Source: an optimization exercise on an open RTL-to-GDS flow (aim: small area, a short achievable clock period and few clock cycles). Production flows keep margins and buffers that such runs may drop. At most, simulation tests tie the RTL to the original design; equivalence was not proved. Power is estimated from default activity; no workload was simulated.

## job 7031
// neuron_state_mem
module neuron_state_mem #(
    parameter int DATA_W = 32,
    parameter int DEPTH  = 64,
    parameter int ADDR_W = $clog2(DEPTH)
) (
    input  logic              clk,
    input  logic              reset,
    input  logic              init_start,
    input  logic [DATA_W-1:0] init_value,
    output logic              init_busy,
    output logic              ready,
    input  logic              rd_en,
    input  logic [ADDR_W-1:0] rd_addr,
    output logic [DATA_W-1:0] rd_data,
    output logic              rd_valid,
    input  logic              wr_en,
    input  logic [ADDR_W-1:0] wr_addr,
    input  logic [DATA_W-1:0] wr_data
);
Size: ~4700 cells after synthesis, roughly 2200 flip-flops, ~120 I/O pins.
Settings: LEC_CHECK=0, CAP_MARGIN=20, CORE_MARGIN=2, CORE_UTILIZATION=55, CTS_CLUSTER_DIAMETER=120, CTS_CLUSTER_SIZE=26, SETUP_SLACK_MARGIN=2.15, SLEW_MARGIN=20, SYNTH_HIERARCHICAL=1, TNS_END_PERCENT=5; clock period 4.5 ns.
standard.sh (not shown) runs the stock make flow with config.mk's settings and CLKGATE_MAP_FILE= SYNTH_SCRIPT=/design/flow/synth_recipe.tcl, a recipe that flattens the netlist after the stock synthesis.
==> flow/flow/run.sh <==
#!/bin/bash
# Standard layout, with the port buffers made from plain buffers instead of delay cells.
set -euo pipefail
export BUFFER_PORTS_ARGS="-buffer_cell sky130_fd_sc_hd__buf_4"
bash standard.sh finish > standard_finish.log 2>&1
Testbench counts of job 7031, summed over its fixed seeds: cycles 6,955.
#### Input delta (job 5137 over job 7031)
- SETUP_SLACK_MARGIN: 2.15 -> 2.4
- GPL_ROUTABILITY_DRIVEN: unset -> 0
Notes after the runs:
When job 5137 is measured against job 7031, its met2 demand-to-capacity share in global routing turns out 0.31 points higher. Cmp job 5137 vs job 7031: routed wire length higher in job 5137. Any difference in clock-buffer cell count between job 7031 and job 5137 is small enough to ignore. Job 5137 ends up with lower fraction of standard cell area that is sequential than job 7031 does. Diff job 7031 -> job 5137: summed area of non-filler cells in the final layout +520 µm²; later-pin clock latency in the skew report ~0 delta; complex-gate fraction of the synthesized area ~0 delta; buffers plus inverters on the worst setup path -3. Job 5137 gives more worst setup slack after layout than job 7031 did.
What job 2075 does differently from job 5137 at the input level:
- TNS_END_PERCENT changed from 5 to 2
- GPL_ROUTABILITY_DRIVEN removed (was 0)
[summary]
Having completed the whole flow, job 2075 delivered a layout that passed the timing, design-rule and antenna checks.
[job 2075 vs job 5137] total track usage: lower in job 2075
The final reports for job 2075 and job 5137 show post-route minimum period higher in the former.
[job 2075] wire length fell 2.2% relative to job 5137
~same post-route total power in job 2075 and job 5137
Job 2075 vs. job 5137: transition time of the tightest slew-check pin climbed 24 ps, net switching component of the power shrank by about 1.1%.

lagoon:
neuron_state_mem, a different RTL version from the one above (not shown whole).
Size in the first run: roughly 4500 cells after synthesis, roughly 2200 flip-flops, ~120 I/O pins, about 0.080 mm2 of cells after synthesis.
// neuron_state_mem
module neuron_state_mem #(
    parameter int DATA_W = 32,
    parameter int DEPTH  = 64,
    parameter int ADDR_W = $clog2(DEPTH)
) (
    input  logic              clk,
    input  logic              reset,
    input  logic              init_start,
    input  logic [DATA_W-1:0] init_value,
    output logic              init_busy,
    output logic              ready,
    input  logic              rd_en,
    input  logic [ADDR_W-1:0] rd_addr,
    output logic [DATA_W-1:0] rd_data,
    output logic              rd_valid,
    input  logic              wr_en,
    input  logic [ADDR_W-1:0] wr_addr,
    input  logic [DATA_W-1:0] wr_data
);
Settings: LEC_CHECK=0, CAP_MARGIN=20, CORE_MARGIN=2, CORE_UTILIZATION=50, SETUP_SLACK_MARGIN=2.3, SLEW_MARGIN=20; clock period 4.5 ns.
run.sh (not shown) runs the stock make flow with config.mk's settings and CLKGATE_MAP_FILE= SYNTH_SCRIPT=/design/flow/synth_recipe.tcl, a recipe that flattens the netlist after the stock synthesis.
Stock flow here: none of the scripts above is used.
lagoon went all the way through synthesis, placement and routing and the layout is clean on timing, DRC and antenna.
What umber does differently from lagoon at the input level:
- changing SETUP_SLACK_MARGIN from 2.3 to 3.0
- changing CORE_UTILIZATION from 50 to 60
## What came out
umber never completed; the flow aborted with a tool error in global routing. Lower routability congestion estimate from global placement among lagoon and umber: umber. Looking at total CTS buffers across lagoon and umber, the one that comes out higher is lagoon. umber against lagoon: detailed placement HPWL now smaller, post-CTS resize count up 83%, number of synthesized register bits did not really move, clock sink total now sits at about the same level. Reported for lagoon and umber, average cell area after synthesis turned out identical to the last digit. Die width: lower on umber. Post-placement cell area, lagoon and umber: higher on lagoon. Summary of the comparison: pre-CTS setup slack is higher in umber, relative to lagoon.
### umber -> quartz
- CORE_UTILIZATION: 60 -> 45
Status: quartz FAILED at global routing (tool error). Synthesized net count came out exactly the same in umber and quartz. Effective utilization at floorplan, umber and quartz: higher on umber. umber → quartz: cell count after synthesis now sits at about the same level; number of synthesized flops with an enable pin now sits at about the same level; count of standard-cell rows now sits higher; floorplan die width now sits higher. Placer's final routability congestion estimate in quartz is 8.2% above umber.
No run of this note included a check of the RTL's function; only the layout flow was run.

neuron_state_mem, a different RTL version from the one above (not shown whole).
Size in the first run: about 4000 cells after synthesis, about 2200 flip-flops, roughly 120 I/O pins, roughly 84000 sq um of cells after synthesis.
// neuron_state_mem
module neuron_state_mem #(
    parameter int DATA_W = 32,
    parameter int DEPTH  = 64,
    parameter int ADDR_W = $clog2(DEPTH)
) (
    input  logic              clk,
    input  logic              reset,
    input  logic              init_start,
    input  logic [DATA_W-1:0] init_value,
    output logic              init_busy,
    output logic              ready,
    input  logic              rd_en,
    input  logic [ADDR_W-1:0] rd_addr,
    output logic [DATA_W-1:0] rd_data,
    output logic              rd_valid,
    input  logic              wr_en,
    input  logic [ADDR_W-1:0] wr_addr,
    input  logic [DATA_W-1:0] wr_data
);
make LEC_CHECK=0 CAP_MARGIN=20 CORE_MARGIN=2 CORE_UTILIZATION=55 CTS_CLUSTER_DIAMETER=120 CTS_CLUSTER_SIZE=26 SETUP_SLACK_MARGIN=2.2 SLEW_MARGIN=20 TNS_END_PERCENT=5 finish   # period 4.5 ns
Testbench counts at the start, summed over its fixed seeds: cycles 6,955.
Then changed:
Settings changed: CORE_UTILIZATION 55 to 60, CTS_CLUSTER_DIAMETER 120 to not set, CTS_CLUSTER_SIZE 26 to not set, SETUP_SLACK_MARGIN 2.2 to 2.0, TNS_END_PERCENT 5 to not set.
The new run completed with no timing, DRC or antenna violations. Design area rose by 2.4%. Routed wire length went down by about 1.8%. Hold slack is worse by 110 ps. Non-clock buffer count fell by 92. Total power is higher by about 20%. Sequential cell count does not change. Global-route usage came out higher by 2.9 points.
Then changed:
Settings changed: CORE_UTILIZATION 60 to 40, SETUP_SLACK_MARGIN 2.0 to not set.
=> The changed run went through all stages and came out clean. Core utilization decreases by 24 points. Synthesized cell count is unchanged. Final area drops by 1.3%. Die area came out higher by about 50%. Via count decreases by about 4%. Fmax is lower by about 14%. Routed wire length decreases by about 1.6%. First-iteration DRC count falls by 17%. Worst setup slack got worse by 430 ps.
Then changed:
Settings changed: ABC_CLOCK_PERIOD_IN_PS set to 2000, CORE_UTILIZATION 40 to 60, PLACE_DENSITY set to 0.75, SETUP_SLACK_MARGIN set to 2.0.
The new run produced a clean layout.
Count of clock-buffer cells in the layout came out lower by 24.
Via count came out higher by 4.7%.
Design area came out higher by 1.0%.
Die area came out lower by 33%.
Total power came out lower by 0.33%.
Wire length came out lower by 1.4%.
Setup slack gains 410 ps.
Clock skew came out higher by 8.7 ps.
Then changed:
Settings changed: ABC_CLOCK_PERIOD_IN_PS 2000 to not set, CORE_UTILIZATION 60 to 55, CTS_CLUSTER_DIAMETER set to 120, CTS_CLUSTER_SIZE set to 26, PLACE_DENSITY 0.75 to not set, SETUP_SLACK_MARGIN 2.0 to 2.2.
What happened: Power came out lower by about a fifth; die area came out higher by a little under a tenth; final area came out lower slightly; fmax came out higher slightly; core utilization came out lower by 6.4 points; routed wire length came out higher by a few percent.

== build 13 ==
RTL: one of the versions met above, not the one the previous note started from.
Size in the first run: roughly 2200 flip-flops, ~120 I/O pins, ~81000 sq um of cells after synthesis.
clock: 4.5 ns
lec_check: 0
cap_margin: 20
core_margin: 2
core_utilization: 55
cts_cluster_diameter: 120
cts_cluster_size: 26
setup_slack_margin: 2.3
slew_margin: 20
synth_hierarchical: 1
tns_end_percent: 10
standard.sh (not shown) runs the stock make flow with config.mk's settings and CLKGATE_MAP_FILE= SYNTH_SCRIPT=/design/flow/synth_recipe.tcl, a recipe that flattens the netlist after the stock synthesis.
Scripts as last shown in full above: flow/flow/run.sh
Testbench counts of build 13, summed over its fixed seeds: cycles 6,955.
Setup changes, build 13 to build 25
# build 13
export LEC_CHECK = 0
export CAP_MARGIN = 20
export CORE_MARGIN = 2
export CORE_UTILIZATION = 55
export CTS_CLUSTER_DIAMETER = 120
export CTS_CLUSTER_SIZE = 26
export SETUP_SLACK_MARGIN = 2.3
export SLEW_MARGIN = 20
export SYNTH_HIERARCHICAL = 1
export TNS_END_PERCENT = 10
create_clock -name core_clock -period 4.5 [get_ports {clk}]
# build 25
export LEC_CHECK = 0
export CAP_MARGIN = 20
export CORE_MARGIN = 2
export CORE_UTILIZATION = 55
export CTS_CLUSTER_DIAMETER = 80
export CTS_CLUSTER_SIZE = 22
export SETUP_SLACK_MARGIN = 2.4
export SLEW_MARGIN = 20
export SYNTH_HIERARCHICAL = 1
export TNS_END_PERCENT = 5
create_clock -name core_clock -period 4.5 [get_ports {clk}]
### Flow results
Across both runs, worst slack on hold paths was lower for build 25 than for build 13.
Global-route usage: build 25 and build 13 compared, higher one is build 13
Across both runs, routed wire length per instance was lower for build 25 than for build 13.
Diff build 13 -> build 25: clock group share of total power now larger; wire length now smaller; clock tree buffer count of the final layout now larger.
Between build 25 and build 13, the via count figures differ only marginally.
Side by side, final critical-path required period turned out lower in build 25 than in build 13.
The inputs of build 9 differ from those of build 25 as listed below.
# build 25
export LEC_CHECK = 0
export CAP_MARGIN = 20
export CORE_MARGIN = 2
export CORE_UTILIZATION = 55
export CTS_CLUSTER_DIAMETER = 80
export CTS_CLUSTER_SIZE = 22
export SETUP_SLACK_MARGIN = 2.4
export SLEW_MARGIN = 20
export SYNTH_HIERARCHICAL = 1
export TNS_END_PERCENT = 5
create_clock -name core_clock -period 4.5 [get_ports {clk}]
# build 9
export LEC_CHECK = 0
export CAP_MARGIN = 20
export CORE_ASPECT_RATIO = 0.6
export CORE_MARGIN = 2
export CORE_UTILIZATION = 55
export CTS_CLUSTER_DIAMETER = 120
export CTS_CLUSTER_SIZE = 26
export SETUP_SLACK_MARGIN = 2.4
export SLEW_MARGIN = 20
export SYNTH_HIERARCHICAL = 1
export TNS_END_PERCENT = 5
create_clock -name core_clock -period 4.5 [get_ports {clk}]
[summary]
All of build 25 and build 9 finish clean. Delta (build 9 minus build 25): diode insertion count for antenna repair lost 6, longest individual stage delay on the worst path saw a decrease. Compared to build 25, build 9 has number of cells on the worst reg-to-reg path 2 higher.

==> what the ideal ports hide <==
No port has a modelled driver above. Below, the same layouts with a new extraction and two added sets of constraints.
Step 1 (the two cells are an assumption about what drives the block):
set clk [get_ports {clk}]
set_driving_cell -lib_cell sky130_fd_sc_hd__clkbuf_16 $clk
set_driving_cell -lib_cell sky130_fd_sc_hd__buf_2 [delete_from_list [all_inputs] $clk]
Step 2 moves the port delays by t, midway between the first and last clock arrival at a register: inputs arrive t later, outputs are due t later. That takes back most of the time a late clock gives input paths.
a / b / c = no drivers / after step 1 / after step 2; a / b = the first two.
run | shift t [ns] | setup WS [ns] | hold WS [ns] | worst setup path at the end
job 7031 | 0.837 | 2.108 / 1.933 / 1.097 | 0.135 / 0.066 / 0.477 | input to register
job 5137 | 0.841 | 2.148 / 1.937 / 1.096 | 0.123 / 0.052 / 0.473 | input to register
job 2075 | 0.823 | 2.063 / 1.936 / 1.113 | 0.190 / 0.157 / 0.475 | input to register
lagoon | 0.989 | 1.513 / 1.513 / 0.561 | 0.195 / 0.127 / 0.472 | input to register
the first run of note 3 | 0.814 | 1.876 / 1.590 / 0.776 | 0.225 / 0.169 / 0.473 | input to register
the second run of note 3 | 0.895 | 1.832 / 1.683 / 0.787 | 0.115 / 0.061 / 0.471 | input to register
the third run of note 3 | 0.939 | 1.398 / 1.328 / 0.390 | 0.097 / 0.029 / 0.463 | input to register
the fourth run of note 3 | 0.929 | 1.812 / 1.604 / 0.675 | 0.063 / 0.000 / 0.464 | input to register
the fifth run of note 3 | 0.819 | 1.850 / 1.610 / 0.791 | 0.225 / 0.166 / 0.472 | input to register
build 13 | 0.833 | 2.055 / 1.841 / 1.009 | 0.152 / 0.116 / 0.480 | input to register
build 25 | 0.863 | 2.128 / 1.996 / 1.132 | 0.108 / 0.038 / 0.474 | input to register
build 9 | 0.814 | 2.019 / 1.879 / 1.065 | 0.226 / 0.165 / 0.476 | input to register
After both steps every run listed still meets setup and hold. The setup slack of the fourth run of note 3, which loses most, moves by -0.208 ns with the drivers and by -1.137 ns with both steps.
